Source: an optimization exercise on an open RTL-to-GDS flow (aim: small area and a short achievable clock period). Production flows keep margins and buffers that such runs may drop.
Power and IR drop assume default switching activity.

==> flow/design.v (excerpt) <==
module conv3x3_pe #(
    parameter int SHIFT = 4,
    parameter int ACC_W = 21
) (
    input  logic         clk,
    input  logic         rst,
    input  logic [7:0]   p00,
    input  logic [7:0]   p01,
    input  logic [7:0]   p02,
    input  logic [7:0]   p10,
    input  logic [7:0]   p11,
    input  logic [7:0]   p12,
    input  logic [7:0]   p20,
    input  logic [7:0]   p21,
    input  logic [7:0]   p22,
    input  logic         window_valid,
    input  logic         w_load,
    input  logic [3:0]   w_idx,
    input  logic [7:0]   w_data,
    output logic [7:0]   out_pixel,
    output logic         out_valid,
    output logic [15:0]  out_count
);
Size in the first run: about 2000 cells after synthesis, about 290 flip-flops, roughly 23000 sq um of cells after synthesis.
clock: 5.5 ns
lec_check: 0
abc_clock_period_in_ps: 2000
cap_margin: 20
core_margin: 2
core_utilization: 40
setup_slack_margin: 1.4
slew_margin: 20
synth_hierarchical: 1
synth_minimum_keep_size: 0
standard.sh (not shown) runs the stock make flow with config.mk's settings and CLKGATE_MAP_FILE= SYNTH_SCRIPT=/design/flow/synth_recipe.tcl, a recipe that flattens the netlist after the stock synthesis.
==> flow/flow/run.sh <==
#!/bin/bash
# Own flow: the standard layout (standard.sh: the standard synthesis and
# ORFS steps, unchanged), except that the port buffers buffer_ports inserts
# during global placement are plain buf_1 cells instead of the default pick.
set -euo pipefail
export BUFFER_PORTS_ARGS="-buffer_cell sky130_fd_sc_hd__buf_1"
bash standard.sh > standard_flow.log 2>&1
Change:
--- a/flow/design.v
+++ b/flow/design.v
@@ -778,48 +778,55 @@
         r2_q[83] <= t1010;
         r2_q[84] <= t1013;
         r2_q[85] <= t1012;
         r2_q[86] <= t1014;
     end
     assign acc_a = {1'b1, t1120, t1121, t1117, t1113, t1102, t1094, t1082, t1070, t1069, t1044, t1034, t1026, t1020, t1017, r2_q[11], r2_q[6], r2_q[4], r2_q[2], r2_q[0]};
     assign acc_b = {1'b0, t1122, 1'b0, 1'b0, 1'b0, t1107, t1101, t1093, t1081, 1'b0, t1055, t1043, t1033, t1025, t1019, t1015, r2_q[7], r2_q[5], r2_q[3], r2_q[1]};
     logic [19:0] na, nb;
     logic [11:0] lo;
+    logic [8:0]  h0;
+    logic [9:0]  h1;
     logic [6:0]  lo_q;
-    logic        c11_q;
-    logic [8:0]  hx_q, hy_q, ht, hs;
-    logic        zz, mm, ok;
+    logic        c11_q, ok0_q, ok1_q, sg0_q, sg1_q, b0_q, b1_q;
+    logic        ok, sg, b11;
     assign na = ~acc_a;
     assign nb = ~acc_b;
     assign lo = {1'b0, na[10:0]} + {1'b0, nb[10:0]};
+    assign h0 = na[19:11] + nb[19:11];
+    assign h1 = {na[19:11], 1'b1} + {nb[19:11], 1'b1};
     always_ff @(posedge clk) begin
         if (rst) begin
             lo_q  <= '0;
             c11_q <= 1'b0;
-            hx_q  <= '0;
-            hy_q  <= '0;
+            ok0_q <= 1'b1;
+            ok1_q <= 1'b1;
+            sg0_q <= 1'b0;
+            sg1_q <= 1'b0;
+            b0_q  <= 1'b0;
+            b1_q  <= 1'b0;
             cnt_q <= '0;
         end else if (v2_q) begin
             lo_q  <= lo[10:4];
             c11_q <= lo[11];
-            hx_q  <= na[19:11];
-            hy_q  <= nb[19:11];
+            ok0_q <= (h0 == 9'h000) || (h0 == 9'h1ff);
+            ok1_q <= (h1[9:1] == 9'h000) || (h1[9:1] == 9'h1ff);
+            sg0_q <= h0[8];
+            sg1_q <= h1[9];
+            b0_q  <= h0[0];
+            b1_q  <= h1[1];
             cnt_q <= cnt_q + 16'd1;
         end
     end
-    assign ht = hx_q ^ hy_q;
-    assign zz = &(ht ~^ {hx_q[7:0] | hy_q[7:0], c11_q});
-    assign mm = &(ht ^ {hx_q[7:0] & hy_q[7:0], c11_q});
-    assign ok = zz || mm;
-    logic [9:0] hsum;
-    assign hsum = {hx_q, 1'b1} + {hy_q, c11_q};
-    assign hs = hsum[9:1];
-    assign out_pixel = ok ? {hs[0], lo_q} : (hs[8] ? 8'h80 : 8'h7f);
+    assign ok  = c11_q ? ok1_q : ok0_q;
+    assign sg  = c11_q ? sg1_q : sg0_q;
+    assign b11 = c11_q ? b1_q : b0_q;
+    assign out_pixel = ok ? {b11, lo_q} : (sg ? 8'h80 : 8'h7f);
     assign out_valid = v3_q;
     assign out_count = cnt_q;
 endmodule
 module csa_fa (
     input  logic a,
     input  logic b,
     input  logic c,
     output logic s,
     output logic co
After rerunning: The changed run went through all stages and came out clean; synthesized area falls by 1.1%; cell count falls by 0.32%; setup slack got worse by 0.57 ns; wire length rises by 1.9%; final area falls by 1.5%; clock power falls by 14%.
No run of this note included a check of the RTL's function; only the layout flow was run.

==> port drivers added, routing unchanged <==
How much do the figures lean on ideal ports? The routed layouts below were timed once more, with nothing changed but the port constraints.
Step 1, drivers: a clkbuf_16 drives clk and a buf_2 each remaining input, both assumed.
Step 2, shift: input delay + t, output delay - t, t = (earliest + latest rising clock arrival at the registers) / 2. This alone moves slack from input paths to output paths.
Slacks: ideal / step 1 / step 2; pairs: ideal / step 1.
| run | t, ns | setup WS [ns] | hold slack, ns |
|---|---|---|---|
| the first run | 0.611 | 1.646 / 1.591 / 1.682 | 0.459 / 0.459 / 0.459 |
| the second run | 0.605 | 1.077 / 1.077 / 1.077 | 0.443 / 0.443 / 0.443 |
After both steps every run listed still meets setup and hold.
